From an optimization exercise on the open Yosys and OpenROAD flow, aimed at small area, a short achievable clock period and few clock cycles per item; shortcuts taken in it are not production practice.
In this exercise RTL edits were held to simulation tests only and were not proved equivalent to the original.
Power figures rest on the tool's default switching activity, not on a simulated workload.

--- design.v ---
package ser_pkg;
    typedef struct packed {
        logic [29-1:0] field_id;
        logic [5-1:0]     field_type;
        logic                       nested;
    } table_entry_t;
    typedef struct packed {
        logic                       valid;
        logic                       write;
        logic [64-1:0]     addr;
        logic [10-1:0][7:0] data;
        logic [10-1:0]      lane_en;
    } mem_req_t;
    typedef struct packed {
        logic        valid;
        logic [63:0] data;
    } mem_rsp_t;
    typedef struct packed {
        logic [31:0] hi;
        logic [31:0] lo;
    } value_halves_t;
    typedef union packed {
        logic [63:0]   full;
        value_halves_t half;
    } value_word_u;
    typedef struct packed {
        logic                   start;
        logic [63:0]            value;
        logic [64-1:0] end_addr;
    } write_cmd_t;
    function automatic logic [3:0] varint_length(input logic [63:0] value);
        logic [3:0] len;
        len = 4'd1;
        for (int i = 1; i < 10; i++)
        begin
            if ((value >> (7 * i)) != 64'd0)
                len = 4'(i + 1);
        end
        varint_length = len;
    endfunction
endpackage
`timescale 1ns/1ns
module mem_arbiter
(
    input  ser_pkg::mem_req_t read_req,
    input  ser_pkg::mem_req_t value_req,
    input  ser_pkg::mem_req_t key_req,
    output logic     read_grant,
    output logic     value_grant,
    output logic     key_grant,
    output ser_pkg::mem_req_t mem_req
);
    always_comb
    begin
        read_grant = read_req.valid;
        value_grant = value_req.valid && !read_req.valid;
        key_grant = key_req.valid && !read_req.valid && !value_req.valid;
        if (read_grant)
            mem_req = read_req;
        else if (value_grant)
            mem_req = value_req;
        else
            mem_req = key_req;
    end
endmodule
`timescale 1ns/1ns
module varint_writer
(
    input  logic       clk,
    input  logic       reset,
    input  ser_pkg::write_cmd_t cmd,
    input  logic       grant,
    output ser_pkg::mem_req_t   req,
    output logic       written
);
    logic [69:0] padded;
    logic [3:0]  len;
    ser_pkg::mem_req_t    next_req;
    always_comb
    begin
        padded = {6'd0, cmd.value};
        len = ser_pkg::varint_length(cmd.value);
        next_req = '0;
        next_req.valid = 1'b1;
        next_req.write = 1'b1;
        next_req.addr = cmd.end_addr - 64'(len) + 64'(1);
        for (int i = 0; i < 10; i++)
        begin
            next_req.data[i] = {(i + 1 < int'(len)), padded[7 * i +: 7]};
            next_req.lane_en[i] = (i < int'(len));
        end
    end
    always_ff @(posedge clk)
    begin
        if (reset)
        begin
            req <= '0;
            written <= 1'b0;
        end
        else
        begin
            written <= 1'b0;
            if (req.valid && grant)
            begin
                req.valid <= 1'b0;
                written <= 1'b1;
            end
            if (cmd.start)
                req <= next_req;
        end
    end
endmodule
`timescale 1ns/1ns
module nest_stack (
    input  logic                       clk,
    input  logic                       reset,
    input  logic                       push,
    input  logic                       pop,
    input  logic [29-1:0] push_field_id,
    input  logic [64-1:0]     push_write_point,
    output logic [29-1:0] top_field_id,
    output logic [64-1:0]     top_write_point,
    output logic                       nonempty
);
    localparam int PTR_W = $clog2(16);
    logic [29-1:0] id_mem [16];
    logic [64-1:0]     wp_mem [16];
    logic [PTR_W:0]             count;
    logic [PTR_W-1:0]           top_idx;
    assign top_idx = count[PTR_W-1:0] - PTR_W'(1);
    assign top_field_id = id_mem[top_idx];
    assign top_write_point = wp_mem[top_idx];
    assign nonempty = (count != '0);
    always_ff @(posedge clk)
    begin
        if (push)
        begin
            id_mem[count[PTR_W-1:0]] <= push_field_id;
            wp_mem[count[PTR_W-1:0]] <= push_write_point;
        end
    end
    always_ff @(posedge clk)
    begin
        if (reset)
            count <= '0;
        else if (push)
            count <= count + 1'b1;
        else if (pop && nonempty)
            count <= count - 1'b1;
    end
endmodule
`timescale 1ns/1ns
module ser_control
(
    input  logic                       clk,
    input  logic                       reset,
    input  logic                       en,
    input  logic                       entry_valid,
    input  ser_pkg::table_entry_t               entry,
    input  logic [64-1:0]     addr,
    input  ser_pkg::mem_rsp_t                   mem_rsp,
    input  logic                       read_grant,
    output ser_pkg::mem_req_t                   read_req,
    output ser_pkg::write_cmd_t                 value_cmd,
    output ser_pkg::write_cmd_t                 key_cmd,
    input  logic                       value_written,
    input  logic                       key_written,
    output logic                       push,
    output logic                       pop,
    input  logic [29-1:0] top_field_id,
    input  logic [64-1:0]     top_write_point,
    input  logic                       stack_nonempty,
    output logic                       ready,
    output logic                       done,
    output logic [64-1:0]     write_point
);
    typedef enum logic [1:0] {IDLE, LOAD, WRITE, FINISH} state_t;
    state_t                 state;
    ser_pkg::table_entry_t           entry_q;
    logic [64-1:0] addr_q;
    logic                   rd_valid;
    logic                   value_seen;
    logic                   key_seen;
    logic                   accept;
    logic                   open_entry;
    logic                   close_entry;
    logic                   issue;
    ser_pkg::value_word_u            word;
    logic [63:0]            decoded;
    logic [63:0]            issue_value;
    logic [63:0]            issue_key;
    logic [3:0]             value_len;
    logic [3:0]             key_len;
    assign accept = (state == IDLE) && en && entry_valid;
    assign open_entry = entry.nested;
    assign close_entry = !entry.nested && (entry.field_id == '0);
    assign push = accept && open_entry;
    assign pop = accept && close_entry;
    assign ready = (state == IDLE);
    assign done = (state == FINISH);
    always_comb
    begin
        read_req = '0;
        read_req.valid = rd_valid;
        read_req.addr = addr_q;
        read_req.lane_en = 10'(8'hFF);
    end
    always_comb
    begin
        word.full = mem_rsp.data;
        case (entry_q.field_type)
            5'd5:
                decoded = {{32{word.half.lo[31]}}, word.half.lo};
            5'd13:
                decoded = {32'd0, word.half.lo};
            5'd17:
                decoded = {32'd0, {word.half.lo[30:0], 1'b0} ^ {32{word.half.lo[31]}}};
            5'd18:
                decoded = {word.full[62:0], 1'b0} ^ {64{word.full[63]}};
            default:
                decoded = word.full;
        endcase
        issue = 1'b0;
        issue_value = decoded;
        issue_key = {32'd0, entry_q.field_id, 3'd0};
        if (accept && close_entry)
        begin
            issue = 1'b1;
            issue_value = top_write_point - write_point;
            issue_key = {32'd0, top_field_id, 3'd2};
        end
        else if (state == LOAD && mem_rsp.valid)
            issue = 1'b1;
        value_len = ser_pkg::varint_length(issue_value);
        key_len = ser_pkg::varint_length(issue_key);
    end
    always_ff @(posedge clk)
    begin
        if (accept)
        begin
            entry_q <= entry;
            addr_q <= addr;
        end
    end
    always_ff @(posedge clk)
    begin
        if (reset)
        begin
            state <= IDLE;
            write_point <= 64'h300;
            rd_valid <= 1'b0;
            value_cmd <= '0;
            key_cmd <= '0;
            value_seen <= 1'b0;
            key_seen <= 1'b0;
        end
        else
        begin
            value_cmd.start <= issue;
            key_cmd.start <= issue;
            if (read_grant)
                rd_valid <= 1'b0;
            if (issue)
            begin
                value_cmd.value <= issue_value;
                value_cmd.end_addr <= write_point - 64'(1);
                key_cmd.value <= issue_key;
                key_cmd.end_addr <= write_point - 64'(1) - 64'(value_len);
                write_point <= write_point - 64'(value_len) - 64'(key_len);
                value_seen <= 1'b0;
                key_seen <= 1'b0;
            end
            case (state)
                IDLE:
                begin
                    if (accept)
                    begin
                        if (open_entry)
                            state <= FINISH;
                        else if (close_entry)
                            state <= WRITE;
                        else
                        begin
                            state <= LOAD;
                            rd_valid <= 1'b1;
                        end
                    end
                end
                LOAD:
                begin
                    if (mem_rsp.valid)
                        state <= WRITE;
                end
                WRITE:
                begin
                    if (value_written)
                        value_seen <= 1'b1;
                    if (key_written)
                        key_seen <= 1'b1;
                    if ((value_seen || value_written) && (key_seen || key_written))
                        state <= FINISH;
                end
                default:
                    state <= IDLE;
            endcase
        end
    end
endmodule
`timescale 1ns/1ns
module ser_aggregate
(
    input  logic                   clk,
    input  logic                   reset,
    input  logic                   en,
    input  logic                   entry_valid,
    input  ser_pkg::table_entry_t           entry,
    input  logic [64-1:0] addr,
    input  ser_pkg::mem_rsp_t               mem_rsp,
    output ser_pkg::mem_req_t               mem_req,
    output logic                   ready,
    output logic                   done,
    output logic [64-1:0] write_point
);
    ser_pkg::mem_req_t                   read_req;
    ser_pkg::mem_req_t                   value_req;
    ser_pkg::mem_req_t                   key_req;
    logic                       read_grant;
    logic                       value_grant;
    logic                       key_grant;
    ser_pkg::write_cmd_t                 value_cmd;
    ser_pkg::write_cmd_t                 key_cmd;
    logic                       value_written;
    logic                       key_written;
    logic                       push;
    logic                       pop;
    logic [29-1:0] top_field_id;
    logic [64-1:0]     top_write_point;
    logic                       stack_nonempty;
    ser_control control (
        .clk             (clk),
        .reset           (reset),
        .en              (en),
        .entry_valid     (entry_valid),
        .entry           (entry),
        .addr            (addr),
        .mem_rsp         (mem_rsp),
        .read_grant      (read_grant),
        .read_req        (read_req),
        .value_cmd       (value_cmd),
        .key_cmd         (key_cmd),
        .value_written   (value_written),
        .key_written     (key_written),
        .push            (push),
        .pop             (pop),
        .top_field_id    (top_field_id),
        .top_write_point (top_write_point),
        .stack_nonempty  (stack_nonempty),
        .ready           (ready),
        .done            (done),
        .write_point     (write_point)
    );
    nest_stack stack (
        .clk              (clk),
        .reset            (reset),
        .push             (push),
        .pop              (pop),
        .push_field_id    (entry.field_id),
        .push_write_point (write_point),
        .top_field_id     (top_field_id),
        .top_write_point  (top_write_point),
        .nonempty         (stack_nonempty)
    );
    varint_writer value_writer (
        .clk     (clk),
        .reset   (reset),
        .cmd     (value_cmd),
        .grant   (value_grant),
        .req     (value_req),
        .written (value_written)
    );
    varint_writer key_writer (
        .clk     (clk),
        .reset   (reset),
        .cmd     (key_cmd),
        .grant   (key_grant),
        .req     (key_req),
        .written (key_written)
    );
    mem_arbiter arbiter (
        .read_req    (read_req),
        .value_req   (value_req),
        .key_req     (key_req),
        .read_grant  (read_grant),
        .value_grant (value_grant),
        .key_grant   (key_grant),
        .mem_req     (mem_req)
    );
endmodule
`timescale 1ns/1ns
module ser_top
(
    input  logic                       clk,
    input  logic                       reset,
    input  logic                       en,
    input  logic                       entry_valid,
    input  logic [29-1:0] entry_field_id,
    input  logic [5-1:0]     entry_type,
    input  logic                       entry_nested,
    input  logic [64-1:0]     addr,
    input  logic                       mem_rsp_valid,
    input  logic [63:0]                mem_rsp_data,
    output logic                       mem_req_valid,
    output logic                       mem_req_write,
    output logic [64-1:0]     mem_req_addr,
    output logic [8*10-1:0]    mem_req_data,
    output logic [10-1:0]      mem_req_lane_en,
    output logic                       ready,
    output logic                       done,
    output logic [64-1:0]     write_point
);
    ser_pkg::table_entry_t entry;
    ser_pkg::mem_rsp_t     mem_rsp;
    ser_pkg::mem_req_t     mem_req;
    assign entry.field_id = entry_field_id;
    assign entry.field_type = entry_type;
    assign entry.nested = entry_nested;
    assign mem_rsp.valid = mem_rsp_valid;
    assign mem_rsp.data = mem_rsp_data;
    assign mem_req_valid = mem_req.valid;
    assign mem_req_write = mem_req.write;
    assign mem_req_addr = mem_req.addr;
    assign mem_req_data = mem_req.data;
    assign mem_req_lane_en = mem_req.lane_en;
    ser_aggregate core (
        .clk         (clk),
        .reset       (reset),
        .en          (en),
        .entry_valid (entry_valid),
        .entry       (entry),
        .addr        (addr),
        .mem_rsp     (mem_rsp),
        .mem_req     (mem_req),
        .ready       (ready),
        .done        (done),
        .write_point (write_point)
    );
endmodule
--- run.sh ---
#!/bin/bash
# synth_recipe.tcl (not shown) runs the flow's synth.tcl, then flattens the netlist and writes it again
# the make line also repeats each setting of config.mk as NAME=value (left out here)
make -C /OpenROAD-flow-scripts/flow DESIGN_CONFIG=/design/flow/config.mk WORK_HOME=/design/flow/orfs CLKGATE_MAP_FILE= SYNTH_SCRIPT=/design/flow/synth_recipe.tcl finish
--- config.mk ---
export PLATFORM = sky130hd
export DESIGN_NAME = ser_top
export DESIGN_NICKNAME = ser_top
export VERILOG_FILES = /design/flow/design.v
export SDC_FILE = /design/flow/constraint.sdc
export NUM_CORES = 4
export LEC_CHECK = 0
export CAP_MARGIN = 20
export CORE_MARGIN = 2
export CORE_UTILIZATION = 40
export SLEW_MARGIN = 20
--- constraint.sdc ---
create_clock -name core_clock -period 11.0 [get_ports {clk}]
set_input_delay 2.2000 -clock core_clock [delete_from_list [all_inputs] [get_ports {clk}]]
set_output_delay 2.2000 -clock core_clock [all_outputs]
set_load 0.01 [all_outputs]
==> notes.md <==
-- stage by stage --
step	instance area [µm²]	utilization, %	setup WS, ns	TNS, ns	cells
after global placement	107000	43.8	0.701	0	10999
after detailed placement	107000	43.8	0.675	0	10999
after global routing	114000	47.0	0.00559	0	11423
after CTS	114000	47.0	0.675	0	11421
after floorplan	98100	-	-3.68	-1026.80	7577
final	114000	47.0	0.673	0	11431
-- final timing paths --
kind	to	slack, ns	from	cells after the start
max reg2reg	core.control.write_point[55]	0.67	core.stack.count[0]	37
min reg2reg	core.key_writer.req[152]	0.45	core.key_writer.req[152]	2
min	core.key_writer.req[152]	0.45	core.key_writer.req[152]	2
max	core.control.write_point[55]	0.67	core.stack.count[0]	37
-- logic make-up (layout without fill, tap and decap cells) --
kind of cell    Yosys count  in the layout
flops                  2128           2128
simple gates           1969           1969
compound gates         1446           1446
mux                     752            752
buf+inv                 707           1350
xor+xnor                341            341
fa+ha+maj               228            228
other cells               1             15
-- flip-flops by register name, summed over array words and instances (netlist names), 2 cells and up --
name                      cells
core.stack.wp_mem          1024
core.stack.id_mem           464
core.value_writer.req       140
core.control.value_cmd      129
core.key_writer.req         103
core.control.key_cmd         94
core.control.addr_q          64
core.control.write_point     64
core.control.entry_q         34
core.stack.count              5
core.control.state            2
-- routing by layer --
layer / global-route usage (%) / vias to the layer above / share of wire (%)
met2: 36.8 / 2369 / 45
met5: 0 / - / 0.0043
met3: 4.10 / 466 / 6.9
met1: 33.7 / 33200 / 44
li1: - / 29569 / -
met4: 8.34 / 2 / 3.7
-- final cells by class --
cell class / instances / area [µm²]
repair buffers: 658 / 6120
clock inverters: 139 / 1670
well taps: 3202 / 4010
clock buffers: 283 / 6080
flip-flops and latches: 2128 / 58500
fillers: 21408 / 129000
multi-input cells: 4742 / 37100
inverters: 270 / 1020
diodes: 9 / 22.5
-- worst register-to-register path: cells and delay by family (launching register included) --
kind            cells  cell delay (ns)
compound gates     16             3.87
buf+inv             5             1.86
simple gates        9             1.81
fa+ha+maj           4             1.32
xor+xnor            3             0.67
flops               1             0.58
-- power by group through the flow --
stage                     Clock, W  Sequential (W)  Combinational [W]
after CTS                  0.00796         0.00914            0.00827
after global routing       0.00827         0.00917            0.00903
after global placement           0         0.00930            0.00822
after floorplan                  0         0.00924            0.00551
final                      0.00782         0.00914            0.00837
after detailed placement         0         0.00931            0.00824
-- cell usage in the layout, fill, tap and decap left out, types with 21 or more instances in the layout --
master	Yosys	layout
edfxtp_1	1586	1586
nor2_1	687	678
dfxtp_1	542	538
nand2_1	518	517
a21oi_1	435	434
clkdlybuf4s50_1	0	381
mux4_2	372	372
mux2i_1	371	371
a211oi_1	275	275
inv_1	269	268
buf_4	10	258
o21ai_0	238	236
xnor2_1	227	226
clkbuf_16	0	226
ha_1	220	219
a21o_1	126	126
nor2b_1	123	122
xor2_1	114	113
nand3_1	110	109
nor3_1	92	90
nand4_1	80	80
and2_1	75	71
nor4_1	62	57
and3_1	47	42
clkinv_2	0	42
clkinv_1	0	41
or3_1	40	40
clkbuf_1	327	36
a31oi_1	35	35
nand2b_1	35	35
a221oi_1	35	35
o21a_1	31	31
o21bai_1	31	31
o31ai_1	30	29
o211ai_1	27	27
bufinv_16	0	25
clkbuf_8	0	21
==> results_dict.tcl <==
set metrics [dict create \
    tightest_slew_ns 1.13 \
    maxSlewHeadroom_pct 25.0 \
    p_total_w 0.0253 \
    p_clk_share_pct 30.9 \
    power_frac_seq_pct 36.1 \
    grt_pass1_vias 63391 \
    worstSetupPathType "flop to flop" \
    ys_ff_latch 2128 \
    vdd_drop_max_uv 181 \
    synthArstFlopShare_pct 0 \
    yosys.area_share.xor_xnor_pct 3.05 \
    setup_viol 0 \
    die_area_um2 249000 \
    htree_levels 4 \
    intPower_w 0.0166 \
    yosys-top-cells-count "edfxtp_1 (1586), nor2_1 (687), dfxtp_1 (542)" \
    powerDensity_nw_per_um2 221 \
    p_sw_w 0.00873 \
    fin_nets 8421 \
    cts_resized 0 \
    dieHeight_um 499 \
    synthTopCellsByArea "edfxtp_1 (49%), dfxtp_1 (11%), mux4_2 (8.5%)" \
    synthMuxAreaShare_pct 12.4 \
    vias 65606 \
    synth-edff-count 1586 \
    cp.required_ns 11.71 \
    firstDrtPassIters 6 \
    cts_tree "yes" \
    cts_root_buf "clkbuf_16" \
    grt_start_max_net_pins 194 \
    numCtsBuffers 225 \
    path_clk_slew_ns 0.06 \
    placementRows 181 \
    viasPerCell 5.74 \
    yosysMostFrequentCell "edfxtp_1" \
    ant_nets 0 \
    yosys.area_share.adder_pct 2.97 \
    netlist_area_um2 98000 \
    hold_viol_final 0 \
    worstPathArrival_ns 11.04 \
    cts_setup_buffers 0 \
    synth_area_per_cell_um2 12.9 \
    switching_share_pct 34.5 \
    die_w_um 499 \
    worstSetupEndpointType "flop" \
    yosys_warnings 4 \
    core_um2 243000 \
    grt_overflow 0 \
    yosys.area.top_type_share_pct 48.6 \
    track_usage_pct 23.8 \
    critPathMaxStageDelay_ns 0.70 \
    synth_cells 7572 \
    io_buffers 383 \
    antenna_found_initial 11 \
    drc 0 \
    cts_sinks 2128 \
    outcome "complete, no violations" \
    crit_buf_inv 5 \
    hp-class "flop to flop" \
    power_leakage_nw 39.7 \
    drt-total-wl_um 303000 \
    hold_ws_ns 0.450 \
    max_cap_violations 0 \
    synth_compound_area_share_pct 9.55 \
    layout-drive-gt1-share_pct 13.3 \
    start_util_pct 40.3 \
    hpwl_um 204000 \
    yosys.area.top_type "edfxtp_1" \
    slew_viol_final 0 \
    synth_cell_type_count 92 \
    grt_pass1_wl_um 438000 \
    syn_to_final_growth_pct 16.8 \
    critical-path-top-delay-family "compound AO/OA/AOI/OAI gates" \
    routedWlPerCell_um 26.5 \
    clock_latency_ns 0.96 \
    synthSimpleGateAreaFrac_pct 9.54 \
    ios 390 \
    crit_path_start_kind "flop" \
    routabilityCongestion 0.982 \
    rsz0062_at_grt "no" \
    yosysSeqAreaShare_pct 59.7 \
    max_freq_ghz 0.0968 \
    cp_slowest_cell "a2111oi_0" \
    share_comb_of_total_power_pct 33.0 \
    period_needed_ns 10.33 \
    cts-hold-fix-buffers 0 \
    synth_top_family_by_area "multiplexers" \
    fin_crit_sh_pct 93.9 \
    synth-main-ff-cell "edfxtp_1" \
    skew_ns 0.117 \
    drtIter0Drc 6771 \
    worstPathMaxFanout 50 \
    cts_max_path_buffers 3 \
]
Testbench counts, summed over its fixed seeds: cycles 17,344, entries 2,048.

## what the ideal ports hide
No port has a modelled driver above. Below, the same layout with a new extraction and two added sets of constraints. Step 1 (the two cells are an assumption about what drives the block):
set clk [get_ports {clk}]
set_driving_cell -lib_cell sky130_fd_sc_hd__clkbuf_16 $clk
set_driving_cell -lib_cell sky130_fd_sc_hd__buf_2 [delete_from_list [all_inputs] $clk]
Step 2 moves the port delays by t, midway between the first and last clock arrival at a register: inputs arrive t later, outputs are due t later. That takes back most of the time a late clock gives input paths. Slacks: ideal / step 1 / step 2; pairs: ideal / step 1.
t (ns): 0.999
setup slack, ns: 0.673 / 0.674 / 0.529
cell pins on the clock port's net: 1
After both steps this run still meets setup and hold. For this run, drivers alone change the setup slack by +0.001 ns; drivers and shift together by -0.144 ns.
